This design comes from an exercise in tuning for small area, a short achievable clock period and few clock cycles on the open sky130 flow, not from production work.
Only simulation tests tie the RTL to the original design; equivalence was not proved.

== the previous run ==
// ex_stage
module ex_stage
(
    input  logic        clock,
    input  logic        reset,
    input  logic [31:0] d1_in,
    input  logic [31:0] d2_in,
    input  logic [4:0]  rd_in,
    input  logic [31:0] imm_in,
    input  logic [31:0] ctrl_in,
    input  logic [31:0] pc_in,
    output logic        branch,
    output logic [31:0] branch_target,
    output logic        stall,
    output logic [31:0] result_out,
    output logic [31:0] store_data_out,
    output logic [4:0]  rd_out,
    output logic        mem_read_out,
    output logic        mem_write_out,
    output logic        reg_write_out,
    output logic [2:0]  mem_size_out
);
Settings: LEC_CHECK=0, ABC_AREA=1, CAP_MARGIN=20, CORE_MARGIN=2, CORE_UTILIZATION=40, SETUP_SLACK_MARGIN=0.5, SLEW_MARGIN=20, TNS_END_PERCENT=0; clock period 7.0 ns.
standard.sh (not shown) runs the stock make flow with config.mk's settings and CLKGATE_MAP_FILE= SYNTH_SCRIPT=/design/flow/synth_recipe.tcl, a recipe that flattens the netlist after the stock synthesis.
==> flow/flow/run.sh <==
#!/bin/bash
# The standard ORFS layout (standard.sh), with two changes to how it is made:
# port buffers use buf_4 instead of the default delay buffer, and the
# resizer may change a cell's footprint when it repairs timing.
set -euo pipefail
export BUFFER_PORTS_ARGS="-buffer_cell sky130_fd_sc_hd__buf_4"
bash standard.sh MATCH_CELL_FOOTPRINT=0 finish > standard.log 2>&1
Testbench counts of the previous run, summed over its fixed seeds: cycles 28,102.
Changes in the current run relative to the previous run:
Settings: TNS_END_PERCENT no longer set, was 0; CORE_UTILIZATION now 48, was 40.
==> flow/flow/run.sh <==
#!/bin/bash
# The standard ORFS layout (standard.sh), with two changes to how it is made:
# port buffers use buf_2 instead of the default delay buffer, and the
# resizer may change a cell's footprint when it repairs timing.
set -euo pipefail
export BUFFER_PORTS_ARGS="-buffer_cell sky130_fd_sc_hd__buf_2"
bash standard.sh MATCH_CELL_FOOTPRINT=0 finish > standard.log 2>&1
Results
Top layer used by detailed routing: met5 -> the current run, met4 -> the previous run. Compared with the previous run, in the current run depth of the critical timing path with buffers and inverters included grew by 15%; average wire length per cell after detail routing shows an increase of about 4.4%. Peak clock frequency supported by timing (the current run over the previous run): increase, about 2.7%.

Starting RTL as in the previous note.
Settings: LEC_CHECK=0, ABC_AREA=1, CAP_MARGIN=20, CORE_MARGIN=2, CORE_UTILIZATION=40, SETUP_SLACK_MARGIN=0.8, SLEW_MARGIN=20, TNS_END_PERCENT=0; clock period 7.0 ns.
==> flow/flow/run.sh <==
#!/bin/bash
# The standard ORFS layout (standard.sh), with two changes to how it is made:
# port buffers use buf_4 instead of the default delay buffer, and the
# resizer may change a cell's footprint when it repairs timing.
set -euo pipefail
export BUFFER_PORTS_ARGS="-buffer_cell sky130_fd_sc_hd__buf_4"
bash standard.sh MATCH_CELL_FOOTPRINT=0 finish > standard.log 2>&1
The first run ran to the end with no violations.
Testbench counts at the start, summed over its fixed seeds: cycles 28,102.
Edit:
- SETUP_SLACK_MARGIN: 0.8 -> 0.6
- TNS_END_PERCENT: 0 -> 10
Result: The changed run went through all stages and came out clean. Final area grows by 1.9%. Wire length shrinks by 1.4%. Worst setup slack got worse by 0.022 ns. First-iteration DRC count grows by about 6%. Synthesized cell count does not change. Synthesized area is unchanged. Clock skew grows by 0.0062 ns. Count of clock-buffer cells in the layout does not change. Maximum frequency shrinks by 0.35%.
Edit:
- SETUP_SLACK_MARGIN: 0.6 -> 0.5
- TNS_END_PERCENT: 10 -> unset
Result: Cell area went down by 0.56%. Cell count barely changes. Critical path depth went up by 1. Non-clock buffer count went down by 4.

== v6 ==
ex_stage, a different RTL version from the one above (not shown whole).
For scale: roughly 4,600 cells after synthesis, ~280 I/O pins, ~29,000 um2 of cells after synthesis.
Settings: LEC_CHECK=0, ABC_AREA=1, CAP_MARGIN=20, CORE_MARGIN=2, CORE_UTILIZATION=40, SETUP_SLACK_MARGIN=0.6, SLEW_MARGIN=20, TNS_END_PERCENT=0; clock period 7.0 ns.
Scripts as last shown in full above: flow/flow/run.sh
Testbench counts of v6, summed over its fixed seeds: cycles 28,210.
### v6 -> v7
Settings: SETUP_SLACK_MARGIN now 0.5, was 0.6; TNS_END_PERCENT no longer set, was 0.
==> flow/flow/run.sh <==
#!/bin/bash
# The standard ORFS layout (standard.sh), with two changes to how it is made:
# port buffers use buf_1 instead of the default delay buffer, and the
# resizer may change a cell's footprint when it repairs timing.
set -euo pipefail
export BUFFER_PORTS_ARGS="-buffer_cell sky130_fd_sc_hd__buf_1"
bash standard.sh MATCH_CELL_FOOTPRINT=0 finish > standard.log 2>&1
The final layout from v7, which completed every stage, passed the timing, design-rule and antenna checks at the end of the flow.
v7 falls short of v6 in sum of net half-perimeters after detailed placement.
The lower placed cell area came out of v7.

[port drivers added, routing unchanged]
In the flow no input, the clock included, has a driving cell. The finished layouts below were timed again as built, in two steps. Step 1, drivers: a clkbuf_16 drives clock and a buf_2 each remaining input, both assumed. Step 2 adds t to the input delays and takes it off the output delays; t is the mean of the earliest and latest rising clock arrival at the registers after step 1. Input paths then give back, and output paths get back, about the clock's delay inside the block. Three values: ideal ports, drivers, drivers and shift; two values: the first two.
| run | t (ns) | slack for setup (ns) | worst hold slack (ns) | worst setup path after step 2 |
|---|---|---|---|---|
| the previous run | 0.549 | 0.383 / 0.337 / -0.027 | 0.516 / 0.516 / 0.516 | input to register |
| the current run | 0.558 | 0.557 / 0.512 / 0.049 | 0.528 / 0.528 / 0.528 | input to register |
| the first run of note 2 | 0.553 | 0.575 / 0.605 / 0.052 | 0.539 / 0.539 / 0.539 | input to register |
| the second run of note 2 | 0.558 | 0.552 / 0.501 / 0.025 | 0.522 / 0.522 / 0.522 | input to register |
| the third run of note 2 | 0.557 | 0.562 / 0.519 / 0.084 | 0.515 / 0.515 / 0.515 | input to register |
| v6 | 0.568 | 0.451 / 0.472 / -0.095 | 0.527 / 0.527 / 0.527 | input to register |
| v7 | 0.580 | 0.582 / 0.532 / 0.074 | 0.516 / 0.516 / 0.516 | input to register |
With both steps, setup timing fails in the previous run and v6, where it was met with ideal ports. For v6, which loses most, drivers alone change the setup slack by +0.021 ns; drivers and shift together by -0.546 ns.
